This is an optimization exercise on Yosys and OpenROAD, whose aim is small area, not a production implementation.
Only simulation tests tie the RTL to the original design; equivalence was not proved.
Power figures rest on the tool's default switching activity, not on a simulated workload.

**design/flow/constraint.sdc**
```tcl
create_clock -name core_clock -period 8.0 [get_ports {clk}]
set_input_delay 1.6000 -clock core_clock [delete_from_list [all_inputs] [get_ports {clk}]]
set_output_delay 1.6000 -clock core_clock [all_outputs]
set_load 0.01 [all_outputs]
```
**design/flow/run.sh**
```bash
#!/bin/bash
# synth_recipe.tcl (not shown) runs the flow's synth.tcl, then flattens the netlist and writes it again
# the make line also repeats each setting of config.mk as NAME=value (left out here)
make -C /OpenROAD-flow-scripts/flow DESIGN_CONFIG=/design/flow/config.mk WORK_HOME=/design/flow/orfs CLKGATE_MAP_FILE= SYNTH_SCRIPT=/design/flow/synth_recipe.tcl finish
```
**design/flow/design.v**
```verilog
package motorPkg;
    typedef logic [11:0] pwmLen_t;
    typedef logic [15:0] posSum_t;
    typedef logic [3:0]  step_t;
    typedef logic [24:0] windowCount_t;
    typedef struct packed {
        pwmLen_t pwmLenWant;
        pwmLen_t pwmMinMask;
    } pwmConfig_t;
    typedef struct packed {
        windowCount_t count;
        logic         lastFirst;
        logic         lastSecond;
        step_t        step;
    } windowMarks_t;
    typedef struct packed {
        posSum_t accWant;
        posSum_t accReal;
    } phaseStatus_t;
    localparam step_t STEP_PEER_FIRST  = 4'd6;
    localparam step_t STEP_PEER_SECOND = 4'd11;
    localparam int    STEP_COUNT       = 12;
    localparam logic [7:0] REG_CONFIG     = 8'h00;
    localparam logic [7:0] REG_WINDOW_LEN = 8'h04;
    localparam logic [7:0] REG_PL_LEN_A   = 8'h08;
    localparam logic [7:0] REG_PL_LEN_B   = 8'h0C;
    localparam logic [7:0] REG_PL_LEN_C   = 8'h10;
    localparam logic [7:0] REG_STATUS_A   = 8'h14;
    localparam logic [7:0] REG_STATUS_B   = 8'h18;
    localparam logic [7:0] REG_STATUS_C   = 8'h1C;
    localparam logic [7:0] REG_STEP       = 8'h20;
endpackage
`timescale 1ns/100ps
module windowSequencer (
    input  logic                   clk,
    input  logic                   rst,
    input  motorPkg::windowCount_t windowLen,
    output motorPkg::windowMarks_t marks,
    output motorPkg::step_t        step
);
    motorPkg::windowCount_t count;
    motorPkg::windowCount_t lastIndex;
    logic         wrap;
    assign lastIndex = windowLen - motorPkg::windowCount_t'(1);
    assign wrap = (count >= lastIndex);
    always_ff @(posedge clk) begin
        if (rst) begin
            count <= '0;
            step  <= '0;
        end else if (wrap) begin
            count <= '0;
            if (step == motorPkg::step_t'(motorPkg::STEP_COUNT - 1)) begin
                step <= '0;
            end else begin
                step <= step + motorPkg::step_t'(1);
            end
        end else begin
            count <= count + motorPkg::windowCount_t'(1);
        end
    end
    always_comb begin
        marks.count      = count;
        marks.lastFirst  = (count == lastIndex);
        marks.lastSecond = (count == windowLen - motorPkg::windowCount_t'(2));
        marks.step       = step;
    end
endmodule
`timescale 1ns/100ps
module pwmGenerator (
    input  logic                   clk,
    input  logic                   rst,
    input  motorPkg::pwmConfig_t   cfg,
    input  motorPkg::windowMarks_t marks,
    input  motorPkg::posSum_t      plLen,
    input  motorPkg::posSum_t      peerFirst,
    input  motorPkg::posSum_t      peerSecond,
    output motorPkg::posSum_t      posSum,
    output motorPkg::phaseStatus_t status,
    output logic                   pwm
);
    motorPkg::pwmLen_t periodCnt;
    logic    reload;
    logic    reloadDelayed;
    logic    accReload;
    motorPkg::posSum_t remain;
    motorPkg::posSum_t onCnt;
    motorPkg::posSum_t minOnTime;
    logic    less;
    motorPkg::posSum_t accWant;
    motorPkg::posSum_t accReal;
    assign reload = marks.lastFirst | (periodCnt == motorPkg::pwmLen_t'(1)) | (plLen == '0);
    always_ff @(posedge clk) begin
        if (rst || reload) begin
            periodCnt <= cfg.pwmLenWant;
        end else begin
            periodCnt <= periodCnt - motorPkg::pwmLen_t'(1);
        end
    end
    always_ff @(posedge clk) begin
        if (rst) begin
            reloadDelayed <= 1'b0;
        end else begin
            reloadDelayed <= reload;
        end
    end
    assign accReload = reloadDelayed & ~reload;
    assign posSum    = remain + plLen;
    assign minOnTime = motorPkg::posSum_t'(cfg.pwmMinMask);
    always_comb begin
        less = (posSum < minOnTime);
        if (marks.step == motorPkg::STEP_PEER_FIRST) begin
            if (peerFirst < posSum) begin
                less = 1'b1;
            end
        end else if (marks.step == motorPkg::STEP_PEER_SECOND) begin
            if (peerSecond < posSum) begin
                less = 1'b1;
            end
        end
    end
    always_ff @(posedge clk) begin
        if (rst) begin
            remain <= '0;
            onCnt  <= '0;
        end else if (accReload) begin
            if (less) begin
                remain <= posSum;
                onCnt  <= '0;
            end else begin
                remain <= '0;
                onCnt  <= posSum;
            end
        end else if (onCnt != '0) begin
            onCnt <= onCnt - motorPkg::posSum_t'(1);
        end
    end
    assign pwm = (onCnt != '0);
    always_ff @(posedge clk) begin
        if (rst) begin
            accWant <= '0;
            accReal <= '0;
            status  <= '0;
        end else if (marks.lastSecond) begin
            status.accWant <= accWant;
            status.accReal <= accReal;
            accWant        <= '0;
            accReal        <= '0;
        end else begin
            if (accReload) begin
                accWant <= accWant + plLen;
            end
            if (pwm) begin
                accReal <= accReal + motorPkg::posSum_t'(1);
            end
        end
    end
endmodule
`timescale 1ns/100ps
module motorRegs #(
    parameter int AXI_ADDR_WIDTH = 6
) (
    input  logic                      clk,
    input  logic                      rst,
    input  logic [AXI_ADDR_WIDTH-1:0] awaddr,
    input  logic                      awvalid,
    output logic                      awready,
    input  logic [31:0]               wdata,
    input  logic [3:0]                wstrb,
    input  logic                      wvalid,
    output logic                      wready,
    output logic [1:0]                bresp,
    output logic                      bvalid,
    input  logic                      bready,
    input  logic [AXI_ADDR_WIDTH-1:0] araddr,
    input  logic                      arvalid,
    output logic                      arready,
    output logic [31:0]               rdata,
    output logic [1:0]                rresp,
    output logic                      rvalid,
    input  logic                      rready,
    input  motorPkg::phaseStatus_t    statusA,
    input  motorPkg::phaseStatus_t    statusB,
    input  motorPkg::phaseStatus_t    statusC,
    input  motorPkg::step_t           step,
    output motorPkg::pwmConfig_t      cfg,
    output motorPkg::windowCount_t    windowLen,
    output motorPkg::posSum_t         plLenA,
    output motorPkg::posSum_t         plLenB,
    output motorPkg::posSum_t         plLenC
);
    logic        idle;
    logic        writeGo;
    logic        readGo;
    logic        writeFire;
    logic        readFire;
    logic [31:0] readWord;
    logic [31:0] writeWord;
    function automatic logic [31:0] wordAt(input logic [AXI_ADDR_WIDTH-1:0] addr);
        case (addr)
            motorPkg::REG_CONFIG:     wordAt = {4'd0, cfg.pwmMinMask, 4'd0, cfg.pwmLenWant};
            motorPkg::REG_WINDOW_LEN: wordAt = {7'd0, windowLen};
            motorPkg::REG_PL_LEN_A:   wordAt = {16'd0, plLenA};
            motorPkg::REG_PL_LEN_B:   wordAt = {16'd0, plLenB};
            motorPkg::REG_PL_LEN_C:   wordAt = {16'd0, plLenC};
            motorPkg::REG_STATUS_A:   wordAt = statusA;
            motorPkg::REG_STATUS_B:   wordAt = statusB;
            motorPkg::REG_STATUS_C:   wordAt = statusC;
            motorPkg::REG_STEP:       wordAt = {28'd0, step};
            default:        wordAt = '0;
        endcase
    endfunction
    function automatic logic [31:0] mergeBytes(
        input logic [31:0] oldWord,
        input logic [31:0] newWord,
        input logic [3:0]  strb
    );
        logic [31:0] merged;
        merged = oldWord;
        for (int b = 0; b < 4; b++) begin
            if (strb[b]) begin
                merged[8*b +: 8] = newWord[8*b +: 8];
            end
        end
        mergeBytes = merged;
    endfunction
    always_comb begin
        readWord  = wordAt(araddr);
        writeWord = mergeBytes(wordAt(awaddr), wdata, wstrb);
    end
    assign idle    = ~bvalid & ~rvalid & ~awready & ~arready;
    assign writeGo = idle & awvalid & wvalid;
    assign readGo  = idle & arvalid & ~writeGo;
    assign writeFire = awready & awvalid & wready & wvalid;
    assign readFire  = arready & arvalid;
    assign bresp = 2'b00;
    assign rresp = 2'b00;
    always_ff @(posedge clk) begin
        if (rst) begin
            awready <= 1'b0;
            wready  <= 1'b0;
            arready <= 1'b0;
            bvalid  <= 1'b0;
            rvalid  <= 1'b0;
        end else begin
            awready <= writeGo;
            wready  <= writeGo;
            arready <= readGo;
            if (writeFire) begin
                bvalid <= 1'b1;
            end else if (bready) begin
                bvalid <= 1'b0;
            end
            if (readFire) begin
                rvalid <= 1'b1;
            end else if (rready) begin
                rvalid <= 1'b0;
            end
        end
    end
    always_ff @(posedge clk) begin
        if (readFire) begin
            rdata <= readWord;
        end
    end
    always_ff @(posedge clk) begin
        if (rst) begin
            cfg       <= '0;
            windowLen <= motorPkg::windowCount_t'(4095);
            plLenA    <= '0;
            plLenB    <= '0;
            plLenC    <= '0;
        end else if (writeFire) begin
            case (awaddr)
                motorPkg::REG_CONFIG: begin
                    cfg.pwmLenWant <= writeWord[11:0];
                    cfg.pwmMinMask <= writeWord[27:16];
                end
                motorPkg::REG_WINDOW_LEN: windowLen <= writeWord[24:0];
                motorPkg::REG_PL_LEN_A:   plLenA    <= writeWord[15:0];
                motorPkg::REG_PL_LEN_B:   plLenB    <= writeWord[15:0];
                motorPkg::REG_PL_LEN_C:   plLenC    <= writeWord[15:0];
                default: ;
            endcase
        end
    end
endmodule
`timescale 1ns/100ps
module motorPwmTop #(
    parameter int AXI_ADDR_WIDTH = 6
) (
    input  logic                      clk,
    input  logic                      rst,
    input  logic [AXI_ADDR_WIDTH-1:0] awaddr,
    input  logic                      awvalid,
    output logic                      awready,
    input  logic [31:0]               wdata,
    input  logic [3:0]                wstrb,
    input  logic                      wvalid,
    output logic                      wready,
    output logic [1:0]                bresp,
    output logic                      bvalid,
    input  logic                      bready,
    input  logic [AXI_ADDR_WIDTH-1:0] araddr,
    input  logic                      arvalid,
    output logic                      arready,
    output logic [31:0]               rdata,
    output logic [1:0]                rresp,
    output logic                      rvalid,
    input  logic                      rready,
    output logic                      pwmA,
    output logic                      pwmB,
    output logic                      pwmC
);
    motorPkg::pwmConfig_t   cfg;
    motorPkg::windowCount_t windowLen;
    motorPkg::posSum_t      plLenA, plLenB, plLenC;
    motorPkg::windowMarks_t marks;
    motorPkg::step_t        step;
    motorPkg::phaseStatus_t statusA, statusB, statusC;
    motorPkg::posSum_t      posSumA, posSumB, posSumC;
    motorRegs #(.AXI_ADDR_WIDTH(AXI_ADDR_WIDTH)) regs (
        .clk(clk), .rst(rst),
        .awaddr(awaddr), .awvalid(awvalid), .awready(awready),
        .wdata(wdata), .wstrb(wstrb), .wvalid(wvalid), .wready(wready),
        .bresp(bresp), .bvalid(bvalid), .bready(bready),
        .araddr(araddr), .arvalid(arvalid), .arready(arready),
        .rdata(rdata), .rresp(rresp), .rvalid(rvalid), .rready(rready),
        .statusA(statusA), .statusB(statusB), .statusC(statusC), .step(step),
        .cfg(cfg), .windowLen(windowLen),
        .plLenA(plLenA), .plLenB(plLenB), .plLenC(plLenC)
    );
    windowSequencer seq (
        .clk(clk), .rst(rst), .windowLen(windowLen), .marks(marks), .step(step)
    );
    pwmGenerator genA (
        .clk(clk), .rst(rst), .cfg(cfg), .marks(marks), .plLen(plLenA),
        .peerFirst(posSumB), .peerSecond(posSumC),
        .posSum(posSumA), .status(statusA), .pwm(pwmA)
    );
    pwmGenerator genB (
        .clk(clk), .rst(rst), .cfg(cfg), .marks(marks), .plLen(plLenB),
        .peerFirst(posSumC), .peerSecond(posSumA),
        .posSum(posSumB), .status(statusB), .pwm(pwmB)
    );
    pwmGenerator genC (
        .clk(clk), .rst(rst), .cfg(cfg), .marks(marks), .plLen(plLenC),
        .peerFirst(posSumA), .peerSecond(posSumB),
        .posSum(posSumC), .status(statusC), .pwm(pwmC)
    );
endmodule
```
**design/flow/config.mk**
```make
export PLATFORM = sky130hd
export DESIGN_NAME = motorPwmTop
export DESIGN_NICKNAME = motorPwmTop
export VERILOG_FILES = /design/flow/design.v
export SDC_FILE = /design/flow/constraint.sdc
export NUM_CORES = 4
export LEC_CHECK = 0
export CAP_MARGIN = 20
export CORE_MARGIN = 2
export CORE_UTILIZATION = 40
export SLEW_MARGIN = 20
```
==> reports/summary.txt <==
RUN STATUS
------------------------------------------------------------------------------------------------------
Status .................................................................................. complete, no violations

LOGIC SYNTHESIS
------------------------------------------------------------------------------------------------------
Warning count from the yosys run ........................................................            3
Instance count of the mapped netlist ....................................................         3376
Fraction of synthesized cell area in xor and xnor cells .................................        8.31%
Post-synth top flop ..................................................................... sky130_fd_sc_hd__dfxtp_1
Synth async-reset ratio .................................................................           0%
Mean post-synth cell area ...............................................................    8.41 um^2
Sequential fraction of the synthesis area ...............................................        35.6%
FF+latch count, synth ...................................................................          489
Syn Std Cell Area .......................................................................  0.0284 mm^2
Cell variety after synth ................................................................           83
Post-Synth Adder-Cell Area ..............................................................        9.66%
Post-synthesis compound-gate area fraction ..............................................        16.5%
Dominant combinational cell family by area after synthesis .............................. simple AND/OR/NAND/NOR gates
Share of synthesized cell area in and, or, nand and nor gates ...........................        20.0%
Number of flops mapped to enable cells by yosys .........................................           32
Mux contribution to synthesized area ....................................................        5.69%

TIMING
------------------------------------------------------------------------------------------------------
Highest achievable clock rate ...........................................................      173 MHz
Fin. Hold Viols .........................................................................            0
Setup-violating endpoint count in the final report ......................................            0
Worst max-slew margin expressed relative to the limit ...................................        21.3%
Final-report max-slew violation count ...................................................            0
Final critical-path setup slack .........................................................      2.23 ns
RSZ-0062 raised after global routing ....................................................        false
Setup skew after layout .................................................................    0.0372 ns
Portion of the clock cycle consumed by the worst path in the final layout ...............        72.2%
Post-layout minimum cycle time ..........................................................      5.77 ns
Worst-margin pin slew ...................................................................      1.18 ns
Setup TNS Final .........................................................................         0 ns

CLOCKING
------------------------------------------------------------------------------------------------------
Max Buffers Root-to-Sink ................................................................            3
Number of buffers created by CTS ........................................................           55
CTS tree ................................................................................          yes
Clock transition at the register clock pins on the worst setup and hold paths after CTS .      0.07 ns
Sinks on Clock Net ......................................................................          489
H-tree depth ............................................................................            2
CTS hold repair buffers .................................................................            0
Clock latency reported for the late side of the worst-skew pair .........................      0.63 ns
Clock Root Buffer ....................................................................... sky130_fd_sc_hd__clkbuf_16
Number of buffers inserted by post-CTS setup repair .....................................            0
Total of cells resized after clock tree synthesis .......................................            0

HOLD PATH
------------------------------------------------------------------------------------------------------
Kind of path behind the tightest hold check .............................................   reg -> reg

GRT
------------------------------------------------------------------------------------------------------
Global-route wire length before repair ..................................................    141000 um
Congestion Overflow GR ..................................................................            0
Number of global-route vias before repair ...............................................        22900
Pin count of the biggest net entering global routing ....................................           88
Number of antenna violations at the first check in global routing .......................            3
Global routing usage summed across all routing layers ...................................        24.8%

POWER AND IR DROP
------------------------------------------------------------------------------------------------------
Share of total power consumed by net switching ..........................................        27.1%
Internal power ..........................................................................      4.50 mW
Part of the power in combinational logic ................................................        13.6%
Leakage power ...........................................................................      12.4 nW
Power consumption .......................................................................      6.17 mW
Net switching power of the design .......................................................      1.67 mW
Cell Pwr Density ........................................................................  193 mW/mm^2
Peak supply drop ........................................................................       160 uV
Clock power frac ........................................................................        42.9%
Relative contribution of sequential cells to total power ................................        43.5%

CELLS AND AREA
------------------------------------------------------------------------------------------------------
Nets@finish .............................................................................         3667
Area of the multi-input gates ...........................................................  0.0171 mm^2
Share of cells above drive strength 1 ...................................................        6.04%
Area added between synthesis and finish .................................................        12.6%
Utilization after layout ................................................................        45.6%
Fillers .................................................................................         6968
Number of antenna repair diodes .........................................................            0
Final std cell area, no fill ............................................................  0.0320 mm^2
Sequential cell area ....................................................................  0.0101 mm^2

SETUP PATH
------------------------------------------------------------------------------------------------------
Worst-path fanout max ...................................................................           39
Critical path startpoint category .......................................................    flip-flop
Arrival time at the worst endpoint ......................................................      6.30 ns
Classification of the worst setup path ..................................................   reg -> reg
CP max stage delay ......................................................................      0.76 ns
Cell type of the slowest stage on the worst timing path ................................. sky130_fd_sc_hd__nor4_1
Cell chain of the critical path ......................................................... nor4_4, nand2b_1, nor4_1, nand3_1, xor2_1, ha_1, and4_1, nand2_1, nor4_1, buf_4, nor2_1, nand2_1, buf_4, nor2_1, nand4_1, o22ai_1
Type of destination of the critical path ................................................    flip-flop
Crit path required time .................................................................      8.53 ns

ROUTING
------------------------------------------------------------------------------------------------------
Remaining antenna violation count after routing .........................................            0
Total vias in the final route ...........................................................        24900
Router iterations before antenna repair .................................................            6
Drt initial violations ..................................................................         2336
Post-detailed-route wirelength per cell .................................................      21.2 um
Number of remaining DRC errors ..........................................................            0
Vias/cell ...............................................................................         5.69
Routed WL ...............................................................................     93000 um

PLACEMENT
------------------------------------------------------------------------------------------------------
Global placement routability congestion .................................................        0.926
Port bufs ...............................................................................           90
Detailed placement HPWL .................................................................     68300 um
Placed instance area ....................................................................  0.0301 mm^2
Pre-CTS setup slack .....................................................................      2.32 ns

DIE
------------------------------------------------------------------------------------------------------
Die height ..............................................................................       270 um
Top Ports ...............................................................................           99
Rows ....................................................................................           97
Die W ...................................................................................       270 um
Initial Utilization .....................................................................        40.5%
Area of the core ........................................................................  0.0701 mm^2
DIE AREA ................................................................................  0.0732 mm^2

RUN
------------------------------------------------------------------------------------------------------
Number of violations of the max-capacitance limit .......................................            0

worst max-delay path, delay by kind of cell (launching register included):
family                     cells  cell delay [ns]
and+or+nand+nor               11             3.81
DFF                            1             0.50
buffers and inverters          2             0.45
AOI/OAI and AO/OA              1             0.38
adders and majority gates      1             0.30
xor gates and xnor gates       1             0.20
power groups by stage:
stage / combinational (mW) / sequential, mW / clock, mW
after floorplan: 0.629 / 2.71 / 0
after CTS: 0.847 / 2.69 / 2.70
final: 0.839 / 2.69 / 2.65
after global placement: 0.831 / 2.74 / 0
after global routing: 0.930 / 2.70 / 2.80
after detailed placement: 0.842 / 2.74 / 0
logic make-up after synthesis:
group,Yosys count
flops,489
xor+xnor,268
mux,152
compound gates,722
other cells,1
buf+inv,288
fa+ha+maj,216
simple gates,1240
sequential cells by signal (all words and copies together), names as in the netlist, 24 cells and up:
register	count
genA.status	32
genB.status	32
genC.status	32
regs.cfg	24
regs.rdata	32
regs.windowLen	25
seq.count	25
stage by stage:
step           hold slack (ns)  cells
4_1_cts                  0.460   4384
3_5_place_dp             0.452   4280
2_1_floorplan            0.432   3379
5_1_grt                  0.478   4384
3_3_place_gp             0.445   4280
6_report                 0.460   4384
per-layer routing:
layer  vias up  routed length [um]  global-route usage (%)  part of all wire, %
li1      12100                   -                       -                    -
met4         2                3700                    9.25                  4.0
met3       194                6710                    3.93                  7.2
met5         -                  12                       0                0.013
met2       848               41200                    39.3                   44
met1     11800               41400                    33.9                   44
layout make-up:
class / instances / area share, %
Clock inverter: 26 / 0.826
Timing Repair Buffer: 135 / 3.85
Clock buffer: 78 / 5.09
Tap cell: 940 / 3.68
Sequential cell: 489 / 31.6
Multi-Input combinational cell: 2602 / 53.6
Inverter: 114 / 1.34
final timing paths:
check	cells past startpoint	slack (ns)	endpoint	from
hold / removal	2	0.46	genA.remain[2]	genA.remain[2]
setup / recovery	16	2.23	genB.onCnt[5]	regs.windowLen[3]
setup reg to reg	16	2.23	genB.onCnt[5]	regs.windowLen[3]
hold reg to reg	2	0.46	genA.remain[2]	genA.remain[2]
cell usage in the layout, fill, tap and decap left out, types with 14 or more instances in the layout:
cell                              instances
sky130_fd_sc_hd__nor2_1                 472
sky130_fd_sc_hd__dfxtp_1                457
sky130_fd_sc_hd__nand2_1                328
sky130_fd_sc_hd__a21oi_1                251
sky130_fd_sc_hd__ha_1                   209
sky130_fd_sc_hd__xnor2_1                150
sky130_fd_sc_hd__mux2i_1                122
sky130_fd_sc_hd__xor2_1                 117
sky130_fd_sc_hd__inv_1                  110
sky130_fd_sc_hd__o21ai_0                 97
sky130_fd_sc_hd__nor3_1                  87
sky130_fd_sc_hd__clkdlybuf4s50_1         87
sky130_fd_sc_hd__nand3_1                 83
sky130_fd_sc_hd__a22oi_1                 64
sky130_fd_sc_hd__clkbuf_16               58
sky130_fd_sc_hd__a211oi_1                45
sky130_fd_sc_hd__buf_4                   45
sky130_fd_sc_hd__nand4_1                 43
sky130_fd_sc_hd__a21o_1                  43
sky130_fd_sc_hd__and3_1                  37
sky130_fd_sc_hd__nor4_1                  36
sky130_fd_sc_hd__o22ai_1                 33
sky130_fd_sc_hd__edfxtp_1                32
sky130_fd_sc_hd__nand2b_1                28
sky130_fd_sc_hd__o211ai_1                26
sky130_fd_sc_hd__mux2_2                  25
sky130_fd_sc_hd__nor2b_1                 22
sky130_fd_sc_hd__a31oi_1                 20
sky130_fd_sc_hd__and2_1                  18
sky130_fd_sc_hd__or4_1                   16
sky130_fd_sc_hd__or3_1                   16
sky130_fd_sc_hd__o32ai_1                 16
sky130_fd_sc_hd__a32o_1                  16
sky130_fd_sc_hd__clkinv_2                14
cell usage after synthesis, types with 64 or more instances:
library cell	number	area share, %
sky130_fd_sc_hd__a21oi_1	252	4.4
sky130_fd_sc_hd__a22oi_1	64	1.7
sky130_fd_sc_hd__clkbuf_1	124	1.6
sky130_fd_sc_hd__dfxtp_1	457	32
sky130_fd_sc_hd__ha_1	209	9.2
sky130_fd_sc_hd__inv_1	110	1.5
sky130_fd_sc_hd__mux2i_1	122	4.3
sky130_fd_sc_hd__nand2_1	329	4.3
sky130_fd_sc_hd__nand3_1	83	1.5
sky130_fd_sc_hd__nor2_1	472	6.2
sky130_fd_sc_hd__nor3_1	92	1.6
sky130_fd_sc_hd__o21ai_0	97	1.7
sky130_fd_sc_hd__xnor2_1	150	4.6
sky130_fd_sc_hd__xor2_1	117	3.6

separate check: timing with driven ports:
How much do the figures lean on ideal ports? The routed layout below was timed once more, with nothing changed but the port constraints.
Step 1 sets driving cells, clkbuf_16 on the clock port and buf_2 on the other inputs (assumed; they add their load-dependent delay and slew).
Step 2 moves the port delays by t, midway between the first and last clock arrival at a register: inputs arrive t later, outputs are due t later. That takes back most of the time a late clock gives input paths.
Three values: no drivers, after step 1, after step 2; two values: the first two.
t (ns): 0.675
slack for setup (ns): 2.225 / 2.225 / 2.225
clock arrival spread, ns: 0.038 / 0.038
slew at the worst register clock pin (ns): 0.07 / 0.07
After both steps setup and hold are still met in this run. The setup slack of this run moves by 0.000 ns with the drivers and by 0.000 ns with both steps.
